Source: an optimization exercise on an open RTL-to-GDS flow (aim: small area, a short achievable clock period and few clock cycles per item). Production flows keep margins and buffers that such runs may drop.
At most, simulation tests tie the RTL to the original design; equivalence was not proved.
No activity file was given, so power comes from the tool's default toggle rates.

Setup of run C:
==> flow/design.v <==
package pipe_divider_pkg;
    localparam int W = 32;
endpackage
module pipe_divider_lzc (
    input  logic [31:0] x,
    output logic [5:0]  n
);
    logic [31:0]  z;
    logic [31:0]  nz;
    logic [159:0] c;
    logic [159:0] nc;
    integer       l;
    integer       i;
    always_comb begin
        z  = ~x;
        c  = '0;
        nz = '0;
        nc = '0;
        for (l = 0; l < 5; l = l + 1) begin
            nz = '0;
            nc = '0;
            for (i = 0; i < 16; i = i + 1) begin
                nz[i] = z[2*i+1] & z[2*i];
                nc[i*5 +: 5] = z[2*i+1] ? (c[(2*i)*5 +: 5] | (5'd1 << l)) : c[(2*i+1)*5 +: 5];
            end
            z = nz;
            c = nc;
        end
        n = z[0] ? 6'd32 : {1'b0, c[4:0]};
    end
endmodule
module pipe_divider (
    input  logic        clk,
    input  logic        rst,
    input  logic        in_valid,
    output logic        in_ready,
    input  logic [31:0] dividend,
    input  logic [31:0] divisor,
    output logic        out_valid,
    input  logic        out_ready,
    output logic [31:0] quotient,
    output logic [31:0] remainder,
    output logic        div_by_zero
);
    logic        s_idle;
    logic        s_align;
    logic        s_step;
    logic        s_done;
    logic [31:0] rem;      
    logic [31:0] dv;       
    logic [31:0] q;        
    logic [4:0]  cnt;      
    logic        dz;
    logic [4:0]  ca;       
    logic [4:0]  cb;       
    logic        shz;      
    logic        pf;       
    logic [5:0]  clz_a;
    logic [5:0]  clz_b;
    logic        b_zero;
    logic        fin;
    logic        accept;
    logic        leave;
    logic [4:0]  shamt;
    logic        step;
    logic        last;
    logic        finish;
    logic [31:0] diff;
    logic        ge;
    pipe_divider_lzc u_lzc_a (.x(dividend), .n(clz_a));
    pipe_divider_lzc u_lzc_b (.x(divisor),  .n(clz_b));
    assign b_zero = clz_b[5];
    assign fin    = b_zero || (clz_b < clz_a);
    assign out_valid = s_done;
    assign leave     = s_done && out_ready;
    assign in_ready  = s_idle || leave;
    assign accept    = in_valid && in_ready;
    assign shamt = cb - ca;
    assign step  = s_step || (s_align && shz);
    assign last  = s_step ? (cnt == 5'd0) : shz;
    assign finish = (s_align || s_step) && last;
    assign ge   = rem >= dv;
    assign diff = rem - dv;
    always_ff @(posedge clk or posedge rst)
        if (rst) begin
            s_idle  <= 1'b1;
            s_align <= 1'b0;
            s_step  <= 1'b0;
            s_done  <= 1'b0;
            pf      <= 1'b0;
        end else begin
            s_idle  <= (s_idle || leave) && !in_valid;
            s_align <= accept && !fin && !pf;
            s_step  <= (s_align && !shz) || (s_step && cnt != 5'd0) || (accept && !fin && pf);
            s_done  <= (accept && fin) || finish || (s_done && !out_ready);
            pf      <= finish && in_valid;
        end
    always_ff @(posedge clk) begin
        ca  <= clz_a[4:0];
        cb  <= clz_b[4:0];
        shz <= (clz_a == clz_b);
        if ((accept && !pf) || finish)
            dv <= divisor;
        else if (s_align || (s_done && pf))
            dv <= dv << shamt;
        else
            dv <= dv >> 1;
        if (s_align || (s_done && pf))
            cnt <= shamt;
        else
            cnt <= cnt - 5'd1;
    end
    always_ff @(posedge clk) begin
        if (accept) begin
            rem <= dividend;
            q   <= {32{b_zero}};
            dz  <= b_zero;
        end else if (step) begin
            if (ge)
                rem <= diff;
            q   <= {q[30:0], ge};
        end
    end
    assign quotient    = q;
    assign remainder   = rem;
    assign div_by_zero = dz;
endmodule
Settings: LEC_CHECK=0, ABC_AREA=1, CAP_MARGIN=20, CORE_MARGIN=2, CORE_UTILIZATION=40, CTS_BUF_LIST=sky130_fd_sc_hd__clkbuf_8, SETUP_SLACK_MARGIN=2.8, SLEW_MARGIN=20; clock period 5.5 ns.
standard.sh (not shown) runs the stock make flow with config.mk's settings and CLKGATE_MAP_FILE= SYNTH_SCRIPT=/design/flow/synth_recipe.tcl, a recipe that flattens the netlist after the stock synthesis.
==> flow/flow/run.sh <==
#!/bin/bash
# Standard layout (the standard.sh, unchanged synthesis and steps), except that the
# port buffers that global placement inserts use the smallest plain buffer instead of
# the delay buffer buffer_ports picks by default. Each port still gets its own buffer.
set -euo pipefail
export BUFFER_PORTS_ARGS="-buffer_cell sky130_fd_sc_hd__buf_1"
bash standard.sh > standard.log 2>&1
> inputs changed (run C -> run B)
--- a/flow/design.v
+++ b/flow/design.v
@@ -55,7 +55,7 @@
     logic [4:0]  cb;       
     logic        shz;      
-    logic        pf;       
     logic [5:0]  clz_a;
     logic [5:0]  clz_b;
+    logic [31:0] a_smear;
     logic        b_zero;
     logic        fin;
@@ -65,11 +65,15 @@
     logic        step;
     logic        last;
-    logic        finish;
     logic [31:0] diff;
     logic        ge;
     pipe_divider_lzc u_lzc_a (.x(dividend), .n(clz_a));
     pipe_divider_lzc u_lzc_b (.x(divisor),  .n(clz_b));
-    assign b_zero = clz_b[5];
-    assign fin    = b_zero || (clz_b < clz_a);
+    always_comb begin
+        a_smear[31] = dividend[31];
+        for (int i = 30; i >= 0; i--)
+            a_smear[i] = a_smear[i+1] | dividend[i];
+    end
+    assign b_zero = (divisor == 32'd0);
+    assign fin    = b_zero || |(divisor & ~a_smear);
     assign out_valid = s_done;
     assign leave     = s_done && out_ready;
@@ -79,5 +83,4 @@
     assign step  = s_step || (s_align && shz);
     assign last  = s_step ? (cnt == 5'd0) : shz;
-    assign finish = (s_align || s_step) && last;
     assign ge   = rem >= dv;
     assign diff = rem - dv;
@@ -88,11 +91,9 @@
             s_step  <= 1'b0;
             s_done  <= 1'b0;
-            pf      <= 1'b0;
         end else begin
             s_idle  <= (s_idle || leave) && !in_valid;
-            s_align <= accept && !fin && !pf;
-            s_step  <= (s_align && !shz) || (s_step && cnt != 5'd0) || (accept && !fin && pf);
-            s_done  <= (accept && fin) || finish || (s_done && !out_ready);
-            pf      <= finish && in_valid;
+            s_align <= accept && !fin;
+            s_step  <= (s_align && !shz) || (s_step && cnt != 5'd0);
+            s_done  <= (accept && fin) || ((s_align || s_step) && last) || (s_done && !out_ready);
         end
     always_ff @(posedge clk) begin
@@ -100,11 +101,11 @@
         cb  <= clz_b[4:0];
         shz <= (clz_a == clz_b);
-        if ((accept && !pf) || finish)
+        if (accept)
             dv <= divisor;
-        else if (s_align || (s_done && pf))
+        else if (s_align)
             dv <= dv << shamt;
         else
             dv <= dv >> 1;
-        if (s_align || (s_done && pf))
+        if (s_align)
             cnt <= shamt;
         else
[summary]
Compared with run C, run B shows highest attainable clock frequency higher by 17 MHz.
Of run C and run B, the lower core occupancy in the finished layout belongs to run B.
Between run C and run B, non-clock buffer count decreased.
Going from run C to run B, the signed area change from the synthesized netlist to the final layout was found to have gone down by 5.3 points.
Total power: run C and run B compared, lower one is run B
Summary of run B over run C: synthesized cell count now sits lower; initial core utilization moved down; global-route wire length before repair decreased by 1.3% relative to the old numbers; number of tap instances went down by 34.
Testbench counts of run B, summed over its fixed seeds: cycles 69,732, items 8,000.
Function not checked in run C: the RTL went through the layout flow alone.

-- port drivers added, routing unchanged --
The results above use ideal ports. As a check the final layouts listed here were re-extracted and re-timed, cells and wires unchanged. Step 1: set_driving_cell puts a clkbuf_16 on clk and a buf_2 on each other input, an assumption about the parent block. Step 2 times the ports against the registers' clock, not the clock port: input delays grow and output delays shrink by t, the midpoint of the rising clock arrivals with the driver on. Three values: ideal ports, drivers, drivers and shift; two values: the first two.
run | t, ns | setup slack, ns | clock arrival spread, ns | worst data-port slew with drivers (ns) | pins driven straight from the clock port
run C | 0.506 | 2.701 / 2.699 / 2.193 | 0.014 / 0.014 | 0.09 | 1
run B | 0.504 | 2.826 / 2.802 / 2.429 | 0.023 / 0.023 | 0.04 | 1
After both steps every run listed still meets setup and hold. The setup slack of run C, which loses most, moves by -0.002 ns with the drivers and by -0.508 ns with both steps.
